This design comes from an exercise in tuning for small area, a short achievable clock period and few clock cycles per item on the open sky130 flow, not from production work. In this exercise RTL edits were held to simulation tests only and were not proved equivalent to the original. Power and IR drop assume default switching activity.

== job 101 ==
// multichannel_to_mono_pcm16_unit
module multichannel_to_mono_pcm16_unit (
    input  wire         i_clk,
    input  wire         i_rst_n,
    input  wire         i_cfg_we,
    input  wire [0:0]   i_cfg_index,
    input  wire [3:0]   i_cfg_data,
    input  wire         i_in_valid,
    output logic        o_in_ready,
    input  wire  [31:0] i_sample_bits,
    input  wire         i_silent,
    input  wire         i_packet_last,
    output logic        o_out_valid,
    input  wire         i_out_ready,
    output logic signed [15:0] o_mono_sample,
    output logic        o_packet_end
);
    logic       r_int;       
    logic       r_bad;       
    logic [2:0] r_nm1;       
    logic       r_ready;
    logic [2:0] r_pos;
    logic       r_fsil;
    logic       r_fpend;
    logic [1:0] r_count;     
    logic       accept;
    logic [2:0] pos_n;
    logic [2:0] nm1_n;
    logic       last;
    logic       commit;
    logic       xfer;
    assign accept = i_rst_n && i_in_valid && r_ready;
    assign last   = (r_pos == r_nm1);
    assign commit = accept && last;
    assign xfer   = i_rst_n && o_out_valid && i_out_ready;
    logic [7:0]  e;
    logic        f_big;
    logic        f_hi;
    logic        f_lo;
    logic [23:0] f_sig;
    logic [30:0] f_s1;
    logic [24:0] f_low;
    logic [31:0] f_mag;
    logic [31:0] i_val;
    assign e     = i_sample_bits[30:23];
    assign f_sig = {1'b1, i_sample_bits[22:0]};
  ...
Size in the first run: ~160 flip-flops, ~63 I/O pins, roughly 11000 um2 of cells after synthesis.
export LEC_CHECK = 0
export CAP_MARGIN = 20
export CORE_MARGIN = 2
export CORE_UTILIZATION = 60
export CTS_BUF_LIST = sky130_fd_sc_hd__clkbuf_4 sky130_fd_sc_hd__clkbuf_8
export SLEW_MARGIN = 20
create_clock -name core_clock -period 10.0 [get_ports {i_clk}]
standard.sh (not shown) runs the stock make flow with config.mk's settings and CLKGATE_MAP_FILE= SYNTH_SCRIPT=/design/flow/synth_recipe.tcl, a recipe that flattens the netlist after the stock synthesis.
==> flow/flow/run.sh <==
#!/bin/bash
# The standard layout, with the port buffers made of buf_2 cells instead of the default
# delay buffer (every input and output port still gets its own buffer), and the timing
# repair aiming for 6 ns of setup slack at the design's clock period.
set -euo pipefail
bash standard.sh finish "BUFFER_PORTS_ARGS=-buffer_cell sky130_fd_sc_hd__buf_2" SETUP_SLACK_MARGIN=6 > standard_flow.log 2>&1
Testbench counts of job 101, summed over its fixed seeds: cycles 14,010, frames 3,072.
The following lists how job 102 was set up differently from job 101:
--- a/flow/design.v
+++ b/flow/design.v
@@ -203,15 +203,14 @@
         end
     end
     assign p_hx  = {p_hi, p_b[27:24]} ^ {11{p_bs}};
     assign p_sat = (p_hx[10:3] != 8'd0) || (p_hx[2:0] > p_nm1);
     logic [28:0] ys;
     logic [18:0] x;
     logic [17:0] xm;
-    logic [14:0] xk;
     logic [17:0] p_m;
     logic [1:0]  p_k;
     logic        p_d1;
     logic [2:0]  p_dsel;         
     logic        fast;
     mcmono_add #(.W(29)) u_y_add (
         .i_a  ({p_b[27], p_b}),
@@ -235,35 +234,29 @@
         case (p_nm1)
             3'd4:    p_dsel = 3'b010;
             3'd6:    p_dsel = 3'b100;
             default: p_dsel = 3'b001;
         endcase
     end
     assign xm   = x[17:0] ^ {18{p_bs}};
-    always_comb begin
-        case (p_k)
-            2'd1:    xk = x[15:1];
-            2'd2:    xk = x[16:2];
-            2'd3:    xk = x[17:3];
-            default: xk = x[14:0];
-        endcase
-    end
     assign fast = p_zero || p_sat || p_d1;
     assign p_m  = p_zero ? 18'd0 :
-                  p_sat  ? {3'd0, !p_bs, 13'd0, 1'b1} | {4'd0, {13{!p_bs}}, 1'b0} :
-                  p_d1   ? {3'd0, xk} :
-                  (p_k == 2'd1) ? {1'b0, xm[17:1]} : xm;
+                  p_sat  ? {3'd0, 14'h3FFF, !p_bs} :
+                  (!p_d1 && (p_k == 2'd1)) ? {1'b0, xm[17:1]} : xm;
     logic        o_valid;
     logic        o_busy;
     logic [14:0] o_sh;
     logic        o_sign;
     logic        o_pend;
     logic [2:0]  o_rem;
     logic [2:0]  o_dsel;         
     logic [2:0]  o_cnt;
+    logic [1:0]  o_k;
+    logic [17:0] o_m;
+    logic [14:0] o_q;
     logic        out_take;
     assign out_take = !o_busy && (!o_valid || i_out_ready);
     assign p_move   = p_valid && out_take;
     function automatic logic [3:0] dstep(input logic [2:0] ds, input logic [2:0] r,
                                          input logic b);
         logic       q3, q5, q7;
         logic [2:0] r3, r5, r7;
@@ -290,37 +283,47 @@
             o_valid <= 1'b0;
             o_busy  <= 1'b0;
         end else if (p_move) begin
             o_pend <= p_pend;
             o_sign <= !p_zero && p_bs;
             o_rem  <= p_m[17:15];
             o_sh   <= p_m[14:0];
+            o_k    <= (p_zero || p_sat || !p_d1) ? 2'd0 : p_k;
             o_dsel <= p_dsel;
             o_cnt  <= 3'd4;
             if (fast) begin
                 o_valid <= 1'b1;
                 o_busy  <= 1'b0;
             end else begin
                 o_valid <= 1'b0;
                 o_busy  <= 1'b1;
             end
         end else if (o_busy) begin
-            o_sh  <= {o_sh[11:0], {ds0[3], ds1[3], ds2[3]} ^ {3{o_sign}}};
+            o_sh  <= {o_sh[11:0], ds0[3], ds1[3], ds2[3]};
             o_rem <= ds2[2:0];
             o_cnt <= o_cnt - 3'd1;
             if (o_cnt == 3'd0) begin
                 o_busy  <= 1'b0;
                 o_valid <= 1'b1;
             end
         end else if (i_out_ready) begin
             o_valid <= 1'b0;
         end
     end
+    assign o_m = {o_rem, o_sh};
+    always_comb begin
+        case (o_k)
+            2'd1:    o_q = o_m[15:1];
+            2'd2:    o_q = o_m[16:2];
+            2'd3:    o_q = o_m[17:3];
+            default: o_q = o_m[14:0];
+        endcase
+    end
     assign o_out_valid   = o_valid;
-    assign o_mono_sample = {o_sign, o_sh};
+    assign o_mono_sample = {o_sign, o_q ^ {15{o_sign}}};
     assign o_packet_end  = o_pend;
     logic [1:0] count_n;
     logic       int_n;
     logic       bad_n;
     always_comb begin
         int_n = r_int;
         bad_n = r_bad;
Findings:
- For the sequential power, job 102 came in about 2% higher than job 101 did.
- The critical path depth in job 102 was lower than what job 101 gave.
- Job 102: met1 track demand over resource in global routing is 5.5 points higher than what job 101 reported.
- In the tables for job 102 and job 101, vias after detailed routing reads higher with job 101.
- Diff job 102 and job 101: growth of design area from synthesis to finish lower in job 102
- Compared with job 101, job 102 shows final period utilization lower by 1.1 points.
- Measured against each other, job 102 and job 101 differ in unique cell type count in the Yosys netlist, the lower figure coming from job 102.
- Going from job 101 to job 102, number of hold-slack violations in the final timing report barely changed, vertical die dimension stayed essentially flat, part of the total power dissipated in combinational logic -1.3 points.
- Timing startpoint of the critical path: o_sh[12] -> job 102, p_b[27] -> job 101
- Maximum frequency in job 102 is 2.9% above job 101.
Testbench counts of job 102, summed over its fixed seeds: cycles 14,010, frames 3,072.

[separate check: timing with driven ports]
In the flow no input, the clock included, has a driving cell. The finished layouts below were timed again as built, in two steps.
Step 1, drivers: a clkbuf_16 drives i_clk and a buf_2 each remaining input, both assumed.
Step 2, shift: input delay + t, output delay - t, t = (earliest + latest rising clock arrival at the registers) / 2. This alone moves slack from input paths to output paths.
a / b / c = ideal ports / drivers / drivers and shift; a / b = the first two.
| run | t (ns) | slack for setup (ns) | worst setup path at the end |
|---|---|---|---|
| job 101 | 0.502 | 5.991 / 5.991 / 5.685 | input to register |
| job 102 | 0.492 | 6.104 / 6.060 / 5.735 | input to register |
After both steps every run listed still meets setup and hold. For job 102, which loses most, drivers alone change the setup slack by -0.044 ns; drivers and shift together by -0.369 ns.
